This design comes from an exercise in tuning for small area, a short achievable clock period and few clock cycles per item on the open sky130 flow, not from production work. The RTL was checked by simulation tests, not by an equivalence proof against the original design. Power figures rest on the tool's default switching activity, not on a simulated workload.

## flow/flow/run.sh

```bash
#!/bin/bash
set -euo pipefail
MARGIN=${MARGIN:-7.2}
sed -e "s/SETUP_SLACK_MARGIN=[0-9.-]*/SETUP_SLACK_MARGIN=${MARGIN} BUFFER_PORTS_ARGS='-buffer_cell sky130_fd_sc_hd__buf_2'/" \
  standard.sh > standard_margin.sh
bash standard_margin.sh > flow.log 2>&1
```

## flow/standard.sh

```bash
#!/bin/bash
# synth_recipe.tcl (not shown) runs the flow's synth.tcl, then flattens the netlist and writes it again
# the make line also repeats each setting of config.mk as NAME=value (left out here)
make -C /OpenROAD-flow-scripts/flow DESIGN_CONFIG=/design/flow/config.mk WORK_HOME=/design/flow/orfs CLKGATE_MAP_FILE= SYNTH_SCRIPT=/design/flow/synth_recipe.tcl "${@:-finish}"
```

## flow/constraint.sdc

```tcl
create_clock -name core_clock -period 11.0 [get_ports {clk}]
set_input_delay 2.2000 -clock core_clock [delete_from_list [all_inputs] [get_ports {clk}]]
set_output_delay 2.2000 -clock core_clock [all_outputs]
set_load 0.01 [all_outputs]
```

## flow/config.mk

```make
export PLATFORM = sky130hd
export DESIGN_NAME = top_n_min_heap_tracker_top
export DESIGN_NICKNAME = top_n_min_heap_tracker_top
export VERILOG_FILES = /design/flow/design.v
export SDC_FILE = /design/flow/constraint.sdc
export NUM_CORES = 4
export LEC_CHECK = 0
export ABC_CLOCK_PERIOD_IN_PS = 3000
export CAP_MARGIN = 30
export CORE_MARGIN = 2
export CORE_UTILIZATION = 50
export CTS_CLUSTER_DIAMETER = 100
export CTS_CLUSTER_SIZE = 20
export PLACE_DENSITY = 0.7
export SETUP_SLACK_MARGIN = 5
export SLEW_MARGIN = 35
```

## flow/design.v

```verilog
`timescale 1ns / 1ps
package tnmh_pkg;
  localparam int unsigned ValueW = 32;
  localparam int unsigned TimeW  = 64;
  localparam int unsigned EntryW = ValueW + TimeW;
endpackage
`timescale 1ns / 1ps
module tnmh_cell #(
  parameter int unsigned N = 32
) (
  input  logic [N-1:0] a,
  input  logic [N-1:0] b,
  output logic         lt,
  output logic         eq
);
  localparam int unsigned D = $clog2(N);
  localparam int unsigned P = 1 << D;
  logic [2*P-1:1] tl, te;
  for (genvar i = 0; i < P; i++) begin : g_leaf
    if (i < N) begin : g_bit
      assign tl[P+i] = !a[i] && b[i];
      assign te[P+i] = !(a[i] ^ b[i]);
    end else begin : g_pad
      assign tl[P+i] = 1'b0;
      assign te[P+i] = 1'b1;
    end
  end
  for (genvar n = 1; n < P; n++) begin : g_node
    assign tl[n] = tl[2*n+1] || (te[2*n+1] && tl[2*n]);
    assign te[n] = te[2*n+1] && te[2*n];
  end
  assign lt = tl[1];
  assign eq = te[1];
endmodule
`timescale 1ns / 1ps
module top_n_min_heap_tracker_top #(
  parameter int unsigned TOP_COUNT = 32
) (
  input  logic        clk,
  input  logic        rst_n,
  input  logic        in_valid,
  output logic        in_ready,
  input  logic [31:0] in_sample_value,
  input  logic [63:0] in_sample_time,
  output logic        out_valid,
  input  logic        out_ready,
  output logic        out_accepted,
  output logic [31:0] out_evicted_value,
  output logic [63:0] out_evicted_time,
  output logic [31:0] out_min_value,
  output logic [63:0] out_min_time
);
  localparam int unsigned W  = tnmh_pkg::EntryW;
  localparam int unsigned TW = tnmh_pkg::TimeW;
  localparam int unsigned NN = 32;
  logic [NN*W-1:0] nq;
  logic [NN:1]     nv;
  logic [15:1]     sel;    
  logic [NN:1]     nwe;
  logic [15:1]     sel_we;
  logic [W-1:0] h_q;
  logic         h_v;
  logic [W-1:0] k_q;
  logic         k_v;
  logic         take;
  logic         h_load;
  logic [W-1:0] in_b;
  logic         o_v;
  logic         acc_q;
  logic [W-1:0] ev_q;
  logic         a_v, a_l2;
  logic [1:0]   a_pos;
  logic [W-1:0] a_s, a_sib, a_l, a_r;
  logic         a_sp;
  logic         b_v, b_l4;
  logic [3:0]   b_pos;
  logic [W-1:0] b_s, b_sib, b_l, b_r;
  logic         b_sp;
  logic fire;
  logic [W-1:0] root, r_l, r_r, r_c, r_o, r_x;
  logic         acc, r_sw;
  logic         acc_lt, acc_eq, rl_lt, rl_eq, rr_lt, rr_eq;
  assign root = nq[0 +: W];
  assign r_l  = nq[1*W +: W] & {W{nv[2]}};
  assign r_r  = nq[2*W +: W] & {W{nv[3]}};
  assign r_c  = sel[1] ? r_r : r_l;
  assign r_o  = sel[1] ? r_l : r_r;
  tnmh_cell #(.N(W-TW)) u_acc (.a(h_q[W-1:TW]), .b(root[W-1:TW]), .lt(acc_lt), .eq(acc_eq));
  tnmh_cell #(.N(W-TW)) u_rsl (.a(h_q[W-1:TW]), .b(r_l[W-1:TW]), .lt(rl_lt), .eq(rl_eq));
  tnmh_cell #(.N(W-TW)) u_rsr (.a(h_q[W-1:TW]), .b(r_r[W-1:TW]), .lt(rr_lt), .eq(rr_eq));
  assign acc  = !acc_lt;
  assign r_sw = acc && !(sel[1] ? rr_lt : rl_lt);
  assign r_x  = r_sw ? r_c : h_q;
  assign fire   = h_v && (!o_v || out_ready) && (!acc || !(a_v && !a_l2));
  assign nwe[1] = fire && acc;
  logic [W-1:0] a_c, a_o, a_x;
  logic         a_sw, a_left, a_selw;
  logic         a_swl_lt, a_swl_eq, a_swr_lt, a_swr_eq, a_s_lt, a_s_eq;
  logic         a_cl_lt, a_cl_eq, a_cr_lt, a_cr_eq, a_c_lt, a_c_eq;
  assign a_c    = a_sp ? a_r : a_l;
  assign a_o    = a_sp ? a_l : a_r;
  tnmh_cell #(.N(W-TW)) u_aswl (.a(a_s[W-1:TW]), .b(a_l[W-1:TW]), .lt(a_swl_lt), .eq(a_swl_eq));
  tnmh_cell #(.N(W-TW)) u_aswr (.a(a_s[W-1:TW]), .b(a_r[W-1:TW]), .lt(a_swr_lt), .eq(a_swr_eq));
  assign a_sw   = !(a_sp ? a_swr_lt : a_swl_lt);
  assign a_x    = a_sw ? a_c : a_s;
  assign a_left = !a_pos[0];
  tnmh_cell #(.N(W)) u_acl (.a({a_l[W-1:TW], ~a_l[TW-1:0]}), .b({a_sib[W-1:TW], ~a_sib[TW-1:0]}),
                            .lt(a_cl_lt), .eq(a_cl_eq));
  tnmh_cell #(.N(W)) u_acr (.a({a_r[W-1:TW], ~a_r[TW-1:0]}), .b({a_sib[W-1:TW], ~a_sib[TW-1:0]}),
                            .lt(a_cr_lt), .eq(a_cr_eq));
  assign a_c_lt = a_sp ? a_cr_lt : a_cl_lt;
  assign a_c_eq = a_sp ? a_cr_eq : a_cl_eq;
  tnmh_cell #(.N(W)) u_as (.a({a_s[W-1:TW], ~a_s[TW-1:0]}), .b({a_sib[W-1:TW], ~a_sib[TW-1:0]}),
                           .lt(a_s_lt), .eq(a_s_eq));
  assign a_selw = a_sw ? (a_left ? !a_c_lt : (a_c_lt || a_c_eq))
                       : (a_left ? !a_s_lt : (a_s_lt || a_s_eq));
  logic [W-1:0] b_c, b_o, b_x;
  logic         b_sw, b_left, b_selw, b_kid;
  logic         b_swl_lt, b_swl_eq, b_swr_lt, b_swr_eq, b_s_lt, b_s_eq;
  logic         b_cl_lt, b_cl_eq, b_cr_lt, b_cr_eq, b_c_lt, b_c_eq;
  assign b_c    = b_sp ? b_r : b_l;
  assign b_o    = b_sp ? b_l : b_r;
  assign b_kid  = !b_l4 || (b_pos == 4'd0);
  tnmh_cell #(.N(W-TW)) u_bswl (.a(b_s[W-1:TW]), .b(b_l[W-1:TW]), .lt(b_swl_lt), .eq(b_swl_eq));
  tnmh_cell #(.N(W-TW)) u_bswr (.a(b_s[W-1:TW]), .b(b_r[W-1:TW]), .lt(b_swr_lt), .eq(b_swr_eq));
  assign b_sw   = b_kid && !(b_sp ? b_swr_lt : b_swl_lt);
  assign b_x    = b_sw ? b_c : b_s;
  assign b_left = !b_pos[0];
  tnmh_cell #(.N(W)) u_bcl (.a({b_l[W-1:TW], ~b_l[TW-1:0]}), .b({b_sib[W-1:TW], ~b_sib[TW-1:0]}),
                            .lt(b_cl_lt), .eq(b_cl_eq));
  tnmh_cell #(.N(W)) u_bcr (.a({b_r[W-1:TW], ~b_r[TW-1:0]}), .b({b_sib[W-1:TW], ~b_sib[TW-1:0]}),
                            .lt(b_cr_lt), .eq(b_cr_eq));
  assign b_c_lt = b_sp ? b_cr_lt : b_cl_lt;
  assign b_c_eq = b_sp ? b_cr_eq : b_cl_eq;
  tnmh_cell #(.N(W)) u_bs (.a({b_s[W-1:TW], ~b_s[TW-1:0]}), .b({b_sib[W-1:TW], ~b_sib[TW-1:0]}),
                           .lt(b_s_lt), .eq(b_s_eq));
  assign b_selw = b_sw ? (b_left ? !b_c_lt : (b_c_lt || b_c_eq))
                       : (b_left ? !b_s_lt : (b_s_lt || b_s_eq));
  logic         rp;
  logic [W-1:0] rf_l, rf_r;
  logic         rf_sp, rf_a;
  assign rp    = sel[1];
  assign rf_a  = a_v && a_l2;
  assign rf_l  = (rf_a && a_pos == {rp, 1'b0}) ? a_x
               : (rp ? (nq[5*W +: W] & {W{nv[6]}}) : (nq[3*W +: W] & {W{nv[4]}}));
  assign rf_r  = (rf_a && a_pos == {rp, 1'b1}) ? a_x
               : (rp ? (nq[6*W +: W] & {W{nv[7]}}) : (nq[4*W +: W] & {W{nv[5]}}));
  assign rf_sp = (rf_a && a_pos[1] == rp) ? a_selw : (rp ? sel[3] : sel[2]);
  logic [2:0]   ap;
  logic [W-1:0] pr_l, pr_r, pf_l, pf_r;
  logic         pr_sp, pf_sp, pf_b;
  assign ap = a_l2 ? {a_pos, a_sp} : {1'b0, a_pos[0], a_sp};
  always_comb begin
    pr_l  = '0;
    pr_r  = '0;
    pr_sp = 1'b0;
    for (int j = 0; j < 4; j++) begin
      pr_l  = pr_l | ({W{!a_l2 && ap == j && nv[8 + 2*j]}} & nq[(7 + 2*j)*W +: W]);
      pr_r  = pr_r | ({W{!a_l2 && ap == j && nv[9 + 2*j]}} & nq[(8 + 2*j)*W +: W]);
      pr_sp = pr_sp | (!a_l2 && ap == j && sel[4 + j]);
    end
    for (int j = 0; j < 8; j++) begin
      pr_l  = pr_l | ({W{a_l2 && ap == j && nv[16 + 2*j]}} & nq[(15 + 2*j)*W +: W]);
      pr_r  = pr_r | ({W{a_l2 && ap == j && nv[17 + 2*j]}} & nq[(16 + 2*j)*W +: W]);
      pr_sp = pr_sp | (a_l2 && ap == j && sel[8 + j]);
    end
  end
  assign pf_b  = b_v && (b_l4 == a_l2);
  assign pf_l  = (pf_b && b_pos == {ap, 1'b0}) ? b_x : pr_l;
  assign pf_r  = (pf_b && b_pos == {ap, 1'b1}) ? b_x : pr_r;
  assign pf_sp = (pf_b && b_pos[3:1] == ap) ? b_selw : pr_sp;
  assign nwe[2]  = a_v && !a_l2 && (a_pos[0] == 1'b0);
  assign nwe[3]  = a_v && !a_l2 && (a_pos[0] == 1'b1);
  for (genvar j = 0; j < 4; j++) begin : g_we2
    assign nwe[4 + j] = a_v && a_l2 && (a_pos == j);
  end
  for (genvar j = 0; j < 8; j++) begin : g_we3
    assign nwe[8 + j] = b_v && !b_l4 && (b_pos == j);
  end
  for (genvar j = 0; j < 16; j++) begin : g_we4
    assign nwe[16 + j] = b_v && b_l4 && (b_pos == j);
  end
  assign nwe[32] = b_v && b_l4 && b_sw;
  assign sel_we[1] = a_v && !a_l2;
  for (genvar j = 0; j < 2; j++) begin : g_sw1
    assign sel_we[2 + j] = a_v && a_l2 && (a_pos[1] == j);
  end
  for (genvar j = 0; j < 4; j++) begin : g_sw2
    assign sel_we[4 + j] = b_v && !b_l4 && (b_pos[2:1] == j);
  end
  for (genvar j = 0; j < 8; j++) begin : g_sw3
    assign sel_we[8 + j] = b_v && b_l4 && (b_pos[3:1] == j);
  end
  always_ff @(posedge clk) begin
    if (!rst_n) nq[0 +: W] <= '0;
    else if (nwe[1]) nq[0 +: W] <= r_x;
  end
  assign nv[1] = 1'b1;
  for (genvar n = 2; n <= NN; n++) begin : g_node
    always_ff @(posedge clk) begin
      if (nwe[n]) nq[(n-1)*W +: W] <= (n == 32) ? b_s : (n < 8) ? a_x : b_x;
      if (!rst_n) nv[n] <= 1'b0;
      else if (nwe[n]) nv[n] <= 1'b1;
    end
  end
  for (genvar q = 1; q <= 15; q++) begin : g_selq
    always_ff @(posedge clk) begin
      if (!rst_n) sel[q] <= 1'b1;
      else if (sel_we[q]) sel[q] <= (q < 4) ? a_selw : b_selw;
    end
  end
  logic a_self, b_self;
  assign a_self = a_v && !a_l2;
  assign b_self = b_v && !b_l4;
  always_ff @(posedge clk) begin
    if (!rst_n) begin
      h_v <= 1'b0;
      k_v <= 1'b0;
      o_v <= 1'b0;
      a_v <= 1'b0;
      b_v <= 1'b0;
    end else begin
      if (h_load) h_v <= k_v || take;
      if (h_load) k_v <= 1'b0;
      else if (take) k_v <= 1'b1;
      if (fire) o_v <= 1'b1;
      else if (out_ready) o_v <= 1'b0;
      a_v <= a_self ? a_sw : (fire && r_sw);
      b_v <= b_self ? b_sw : (a_v && a_l2 && a_sw);
    end
    if (h_load) h_q <= k_v ? k_q : in_b;
    if (take && !h_load) k_q <= in_b;
    if (fire) begin
      acc_q <= acc;
      ev_q  <= acc ? {~root[W-1], root[W-2:0]} : '0;
    end
    if (a_self) begin
      a_l2  <= 1'b1;
      a_pos <= {a_pos[0], a_sp};
      a_sib <= a_o;
      a_l   <= pf_l;
      a_r   <= pf_r;
      a_sp  <= pf_sp;
    end else begin
      a_l2  <= 1'b0;
      a_pos <= {1'b0, rp};
      a_s   <= h_q;
      a_sib <= r_o;
      a_l   <= rf_l;
      a_r   <= rf_r;
      a_sp  <= rf_sp;
    end
    if (b_self) begin
      b_l4  <= 1'b1;
      b_pos <= {b_pos[2:0], b_sp};
      b_sib <= b_o;
      b_l   <= nq[31*W +: W] & {W{nv[32]}};
      b_sp  <= 1'b0;
    end else begin
      b_l4  <= 1'b0;
      b_pos <= {1'b0, ap};
      b_s   <= a_s;
      b_sib <= a_o;
      b_l   <= pf_l;
      b_sp  <= pf_sp;
    end
    b_r <= pf_r;   
  end
  assign in_b              = {~in_sample_value[31], in_sample_value[30:0], in_sample_time};
  assign take              = in_valid && !k_v;
  assign h_load            = !h_v || fire;
  assign in_ready          = !k_v;
  assign out_valid         = o_v;
  assign out_accepted      = acc_q;
  assign out_evicted_value = ev_q[W-1:TW];
  assign out_evicted_time  = ev_q[TW-1:0];
  assign out_min_value     = {~root[W-1], root[W-2:TW]};
  assign out_min_time      = root[TW-1:0];
endmodule
```

==> summary.md, run 1 <==
| Metric | Value |
|---|---|
| Die area | 0.354 mm^2 |
| RSZ-0062 raised after global routing | yes |
| Number of buffers inserted by hold repair at cts | 0 |
| Critical Path Fanout Max | 56 |
| Post-Synth XOR/XNOR Area | less than 1% |
| Vias in the first global route | about 110k |
| Crit Path Category | flip-flop to flip-flop |
| PwrDens | 161 mW/mm^2 |
| Total grt overflow | 0 |
| Crit path required time | roughly 12000 ps |
| Share of power burned in registers | slightly below 60% |
| Total Power | about 0.031 W |
| Final setup violating endpoints | 0 |
| Final HPWL DP | around 320 mm |
| Least-Margin Pin Slew | ~1100 ps |
| Total Routed Length | about 560 mm |
| Gr usage total | between 30 and 40% |
| Initial antenna violation count | 16 |
| Core ar. | between 0.3 and 0.4 mm^2 |
| Nets | 13800 |
| Dpl ws | 5660 ps |
| Post-synthesis mux area share | ~3.5% |
| Leakage | 70.6 nW |
| Layout cell share with drive strength beyond 1 | between 10% and 20% |
| Critical path's slowest cell | dfxtp_2 |
| Average size of a mapped cell | approximately 14 um^2 |
| First-pass GRT wire length | approximately 780 mm |
| Crit-path cells | xnor2_1, nand4_1, nor2_4, buf_6, buf_8, nor3_1, a21oi_1, a21o_1 |
| Die Ht | ~600 um |
| Min-delay worst type | flip-flop to flip-flop |
| Post-route DRC | 0 |
| Via count | 116000 |
| CP Capture Type | flip-flop |
| Detail Route Antenna Nets | 0 |
| Worst setup SP type | flip-flop |
| Detailed-router iteration count before antenna repair | 8 |
| Comb pwr share | approximately an eighth |
| Largest net degree at the start of global routing | roughly 190 |
| Netlist cell types | 79 |
| Outcome | timing/DRC/antenna clean |
| CTS tree | yes |
| Slowest stage delay, CP | about 650 ps |
| Fmax | 256 MHz |
| Fin crit share | between 30 and 40% |
| Max Cap Violations | 0 |
| Worst Path Arrival | between 4000 and 5000 ps |
| Sw Pwr | roughly 0.008 W |
| Initial Utilization | between 50% and 60% |
| Post-route setup slack | 7090 ps |
| Sink Count | 4190 |
| Port Buf Inserts | between 200 and 300 |
| Internal power | between 0.02 and 0.025 W |
| FF+latch count, synth | 4190 |
| DR vias/cell | 6.56 |
| Clock buffer depth | 4 |
| Final setup skew | about 120 ps |
| Syn-to-layout area delta | 11.0% |
| Number of synthesized flops with an enable pin | about 3500 |
| TritonCTS Buffers | 236 |
| Largest family of logic cells by synthesized area | compound AO/OA/AOI/OAI gates |
| Mapped Nets | around 14000 |
| Peak supply drop | roughly 0.15 mV |
| Sw Share | about a quarter |
| Synth Instances | between 10000 and 15000 |
| Clock latency on the worst-skew pair | slightly above 1000 ps |
| Root Buffer | clkbuf_16 |
| Post-Synth Adder-Cell Area | between 5 and 6% |
| Post-layout min period | slightly below 4000 ps |
| Rows | about 220 |
| # IOs | slightly below 300 |
| Wire length per cell | roughly 32 um |
| Max-slew headroom | 25.4% |
| Clock transition at path regs | 100 ps |
| Commonest non-fill, non-tap cell in the layout | edfxtp_1 |
| Seq/Total Area, Yosys | ~68% |
| Compound-cell area share of the yosys netlist | between 10% and 20% |
| Clock power share | between 20 and 30% |
| Initial drt markers | ~16000 |
| Final GP Congestion | 0.972 |
| Setup TNS | 0 ps |
| Post-synthesis simple-gate area fraction | ~6.5% |
| Commonest cells after routing, fill and taps aside | 3457 x edfxtp_1, 847 x nand2_1, 786 x ha_1 |
| Fin. max-slew vios | 0 |
| Top FF cell, synth | edfxtp_1 |
| H-tree Lvls | 4 |
| Die W | about 600 um |
| Post-synth design cell area | between 0.15 and 0.2 mm^2 |
| Ys async rst share | 0% |
| Yosys warnings | 1 |
| Hold Vio Cnt, Final | 0 |
## state kept, by name, indices dropped and copies added (netlist names), 2 cells and up
signal,cells
a_l,96
a_pos,2
a_r,96
a_s,96
a_sib,96
b_l,96
b_pos,4
b_r,96
b_s,96
b_sib,96
ev_q,96
h_q,96
k_q,96
nq,3072
nv,31
sel,15
## routing by layer
metal | vias to the layer above | routed length [um] | global-route usage, % | share of wire, %
met3 | 1407 | 55900 | 4.57 | 10
met5 | - | 72 | 0 | 0.013
met2 | 6945 | 261000 | 48.7 | 47
li1 | 49500 | - | - | -
met4 | 10 | 41500 | 19.2 | 7.4
met1 | 57800 | 200000 | 38.5 | 36
## area by class of cell
cell class	instances	area (um^2)
Antenna cell	17	42.5
Tap cell	4599	5750
Fill cell	27700	155000
Multi-Input combinational cell	7103	53600
Inverter	566	2410
Clock buffer	355	6390
Clock inverter	10	128
Timing Repair Buffer	700	6620
Sequential cell	4190	119000
Timing Repair inverter	85	613
## critical path: cells and delay by family (launching register included)
family | cells | cell delay (ps)
flops | 1 | 650
compound gates | 2 | 850
buf+inv | 2 | 1110
xor+xnor | 1 | 180
simple gates | 3 | 830
## metrics by stage
stage	hold slack (ps)	area [um^2]	std cells	util [%]
finish	451	194000	17600	55.7
global route	462	194000	17600	55.7
CTS	454	191000	17500	54.9
detailed placement	434	181000	16900	51.9
global placement	438	181000	16900	51.8
floorplan	426	175000	12700	-
## what timing repair did
item                                   in CTS  in global routing
buffers inserted                          116                 82
pin swaps                                  33                 28
gates resized for setup                   442                301
setup endpoints to repair                3831               3184
endpoints found under the hold margin       0                  0
gates cloned                               72                 47
## cells by family after synthesis
logic type / after synthesis
adders and majority gates: 793
DFF: 4190
buffers and inverters: 1424
xor gates and xnor gates: 4
and+or+nand+nor: 2473
muxes: 574
AOI/OAI and AO/OA: 3241
## power groups by stage
stage | sequential, W | clock [W] | combinational (W)
finish | 0.0182 | 0.00908 | 0.00401
global route | 0.0183 | 0.00961 | 0.00421
CTS | 0.0183 | 0.00910 | 0.00349
detailed placement | 0.0186 | 0 | 0.00279
global placement | 0.0186 | 0 | 0.00273
floorplan | 0.0184 | 0 | 0.00182
## path summary, 6_finish.rpt
path / start / end / slack [ps] / cells past startpoint
hold reg to reg: h_q[45] / a_s[45] / 450 / 0
setup reg to reg: b_pos[1] / a_r[83] / 7090 / 8
hold / removal: h_q[45] / a_s[45] / 450 / 0
setup / recovery: b_pos[1] / a_r[83] / 7090 / 8
## synthesized netlist by cell type, types with 13 or more instances
cell          n  area (um^2)
o211ai_1     26          195
a2111oi_0    13          114
a211oi_1    231         1730
a21o_1      281         2110
nor4_1       32          200
nor2b_1      16          100
and4_1       17          149
clkbuf_1    635         2380
mux2i_1     350         3500
edfxtp_1   3457       104000
buf_2        35          175
a22oi_1     414         3110
a221o_1      37          370
mux2_2      223         2510
nand2_1     850         3190
o311ai_0     96          841
buf_4       104          781
buf_1        82          308
nand2b_1     19          119
nand4_1     135          845
o21ai_0     314         1570
inv_1       565         2120
and3_1       35          219
a31oi_1     151          945
and2_1      167         1040
o21a_1       49          368
nand3_1     453         2270
nor3_1      170          851
dfxtp_1     733        14700
nor2_1      529         1990
or2_2        13         81.3
ha_1        793         9920
a22o_1      371         3250
a21oi_1     640         3200
a221oi_1    550         4820
Testbench counts, summed over its fixed seeds: cycles 5,479, items 3,200.
==> run 2: changes to the inputs <==
==> flow/flow/run.sh (replaced) <==
#!/bin/bash
set -euo pipefail
MARGIN=${MARGIN:-7}
sed -e "s/SETUP_SLACK_MARGIN=[0-9.-]*/SETUP_SLACK_MARGIN=${MARGIN} BUFFER_PORTS_ARGS='-buffer_cell sky130_fd_sc_hd__buf_2'/" \
  standard.sh > standard_margin.sh
bash standard_margin.sh > flow.log 2>&1
--- a/flow/config.mk
+++ b/flow/config.mk
@@ -8,9 +8,9 @@
 export ABC_CLOCK_PERIOD_IN_PS = 3000
 export CAP_MARGIN = 30
 export CORE_MARGIN = 2
-export CORE_UTILIZATION = 50
+export CORE_UTILIZATION = 60
 export CTS_CLUSTER_DIAMETER = 100
 export CTS_CLUSTER_SIZE = 20
-export PLACE_DENSITY = 0.7
+export PLACE_DENSITY = 0.8
 export SETUP_SLACK_MARGIN = 5
 export SLEW_MARGIN = 35
==> run 2 against run 1 <==
Still clean; power shrank 0.56%; first-iteration DRC count grew 10%; critical path depth grew 2; clock power is essentially flat; setup slack lost 260 ps; maximum frequency shrank 6.2%; register-to-register slack lost 260 ps; sequential power is essentially flat; design area shrank 1.1%; clock skew shrank 7.6 ps; critical endpoint is now a_l[28].
==> summary.md, run 2 <==
| Metric | Value |
|---|---|
| Outcome | timing/DRC/antenna clean |
| Worst setup SP type | flip-flop |
| Port Buf Inserts | approximately 300 |
| Sink Count | 4190 |
| Wire length on met1 | around 190 mm |
| Final GP Congestion | about 1 |
| Number of synthesized flops with an enable pin | approximately 3500 |
| RSZ-0062 raised after global routing | yes |
| Post-route DRC | 0 |
| Die area | a little under 0.3 mm^2 |
| Top routing layer in use | met5 |
| Commonest non-fill, non-tap cell in the layout | edfxtp_1 |
| Detail Route Antenna Nets | 0 |
| Min-delay worst type | flip-flop to flip-flop |
| Total Routed Length | ~560 mm |
| Critical Path Fanout Max | 32 |
| Post-layout min period | approximately 4200 ps |
| Netlist cell types | about 80 |
| Initial drt markers | ~18000 |
| FF+latch count, synth | between 4000 and 5000 |
| Vias in the first global route | between 100k and 150k |
| Reg area | 0.119 mm^2 |
| Final core utilization | 66.1% |
| Seq/Total Area, Yosys | about 68% |
| Die W | 544 um |
| Clock transition at path regs | approximately 90 ps |
| Met3 wire len | about 63 mm |
| Yosys warnings | 1 |
| Max Cap Violations | 0 |
| DR vias/cell | approximately 7 |
| Combined area of the multi-input logic cells | around 0.053 mm^2 |
| Fin. max-slew vios | 0 |
| Crit path required time | about 12000 ps |
| Max reg flops | between 3000 and 4000 |
| Clock latency on the worst-skew pair | 1010 ps |
| Final HPWL DP | between 300 and 400 mm |
| Fmax | 240 MHz |
| Worst R2R Path Depth | 10 |
| Initial Utilization | approximately three fifths |
| Setup TNS | 0 ps |
| Average size of a mapped cell | 13.8 um^2 |
| Peak supply drop | around 0.19 mV |
| Mapped Nets | between 10000 and 15000 |
| Most frequent cell after synthesis | edfxtp_1 |
| Max-slew headroom | roughly 30% |
| Commonest cells after routing, fill and taps aside | 3457 x edfxtp_1, 848 x nand2_1, 793 x ha_1 |
| Initial antenna violation count | 16 |
| First-pass GRT wire length | around 800 mm |
| Leakage | around 70 nW |
| Top FF cell, synth | edfxtp_1 |
| Synth area leader | edfxtp_1 |
| Via count | about 120k |
| Ys async rst share | 0% |
| Worst Path Arrival | 5020 ps |
| Synth top cells by count | 3457 x edfxtp_1, 850 x nand2_1, 793 x ha_1, 733 x dfxtp_1, 640 x a21oi_1 |
| Fillers | between 15000 and 20000 |
| Final setup skew | approximately 110 ps |
| Detailed-router iteration count before antenna repair | 6 |
| Root Buffer | clkbuf_16 |
| Core ar. | around 0.29 mm^2 |
| Fin crit share | 37.8% |
| Post-synth design cell area | about 0.17 mm^2 |
| Synth area leaders | edfxtp_1 59%, dfxtp_1 8.4%, ha_1 5.7%, a221oi_1 2.8%, mux2i_1 2.0% |
| CTS tree | yes |
| Hold Vio Cnt, Final | 0 |
| TritonCTS Buffers | roughly 240 |
| Number of buffers inserted by hold repair at cts | 0 |
| Met2 WL | approximately 260 mm |
| Post-synth top area share | 59.4% |
| CP Capture Type | flip-flop |
| Hold Crit Depth | 2 |
| Synth Instances | around 13000 |
| H-tree Lvls | 4 |
| Layout cell share with drive strength beyond 1 | about an eighth |
| Rows | 198 |
| Crit Path Category | flip-flop to flip-flop |
| # IOs | 295 |
| Least-Margin Pin Slew | 1050 ps |
| Gr usage total | 36.8% |
| Clock buffer depth | 4 |
| PwrDens | between 150 and 200 mW/mm^2 |
| Syn-to-layout area delta | 9.80% |
| Final setup violating endpoints | 0 |
| Reg with most FFs | nq |
| Wire length per cell | ~33 um |
| Die Ht | roughly 540 um |
| Nets | 13700 |
| Total grt overflow | 0 |
| Largest net degree at the start of global routing | between 200 and 250 |
[run 2: cell count changes in the layout (fill, tap and decap cells not counted), sizes merged, moves of 2 or more]
cell / change
bufinv: +2
bufbuf: -3
and3: -5
buf: -74
clkinvlp: -18
diode: -3
nand3: +2
inv: +3
clkbuf: +14
[run 2: cell families after synthesis]
| kind of cell | count (synthesis) | share of synthesized area [%] |
|---|---|---|
| DFF | 4190 | 67.8 |
| muxes | 574 | 3.45 |
| xor gates and xnor gates | 4 | 0.0200 |
| buffers and inverters | 1424 | 3.31 |
| AOI/OAI and AO/OA | 3241 | 13.3 |
| adders and majority gates | 793 | 5.67 |
| and+or+nand+nor | 2473 | 6.50 |
[run 2: per-layer routing]
metal | vias to the layer above | GRT usage (%)
li1 | 49300 | -
met1 | 58000 | 44.7
met2 | 8940 | 58.1
met3 | 1989 | 6.59
met4 | 12 | 30.1
met5 | - | 0
[run 2: power by group]
part,leakage (nW),internal [W],switching (W)
Combinational,29.2,0.00122,0.00256
Clock,3.17,0.00406,0.00501
Sequential,37.8,0.0180,0.000349
[run 2: final cells by class]
cell class	instances	share of cell area [%]
Antenna cell	14	0.0182
Clock buffer	366	3.34
Clock inverter	13	0.106
Inverter	566	1.25
Multi-Input combinational cell	7100	27.7
Sequential cell	4190	61.7
Tap cell	3900	2.54
Timing Repair Buffer	626	3.06
Timing Repair inverter	68	0.265
[run 2: timing repair]
action / CTS / global route
buffers inserted: 67 / 54
endpoints found under the setup margin: 3518 / 1825
cloned: 66 / 29
resized for setup: 380 / 209
pin swaps: 12 / 11
[run 2: worst paths after layout]
path	from	endpoint	slack (ps)
setup reg to reg	a_sp	a_l[28]	6840
hold / removal	nq[3044]	b_l[68]	430
hold reg to reg	nq[3044]	b_l[68]	430
setup / recovery	a_sp	a_l[28]	6840
[run 2: through the flow]
step	hold slack, ps	total power, W	instance area (um^2)	std cells	setup WS [ps]
after CTS	430	0.0308	190000	16700	6870
after global routing	441	0.0318	192000	16800	6900
after detailed placement	436	0.0215	180000	16200	6030
final	435	0.0312	192000	16800	6840
after floorplan	426	0.0203	175000	12700	5460
after global placement	439	0.0214	180000	16200	6010
[run 2: critical path, stage by stage (launching register included)]
cell and delay (ps):
dfxtp_4 670, inv_1 320, buf_4 320, and3_4 420, buf_6 370, a22o_1 290, a221oi_1 200, nand3_1 150
nor3_1 710, a21oi_1 290, a21o_1 260

-- separate check: timing with driven ports --
The results above use ideal ports. As a check the final layouts listed here were re-extracted and re-timed, cells and wires unchanged. Step 1 assumes that a clkbuf_16 drives the clock port and a buf_2 every other input. Step 2 times the ports against the registers' clock, not the clock port: input delays grow and output delays shrink by t, the midpoint of the rising clock arrivals with the driver on. a / b / c = ideal / step 1 / step 2; a / b = the first two.
| run | t (ns) | setup WS [ns] | latest minus earliest clock arrival (ns) |
|---|---|---|---|
| run 1 | 1.066 | 7.095 / 7.095 / 6.772 | 0.118 / 0.118 |
| run 2 | 1.059 | 6.837 / 6.837 / 6.801 | 0.112 / 0.111 |
After both steps every run listed still meets setup and hold. The setup slack of run 1, which loses most, moves by 0.000 ns with the drivers and by -0.323 ns with both steps.
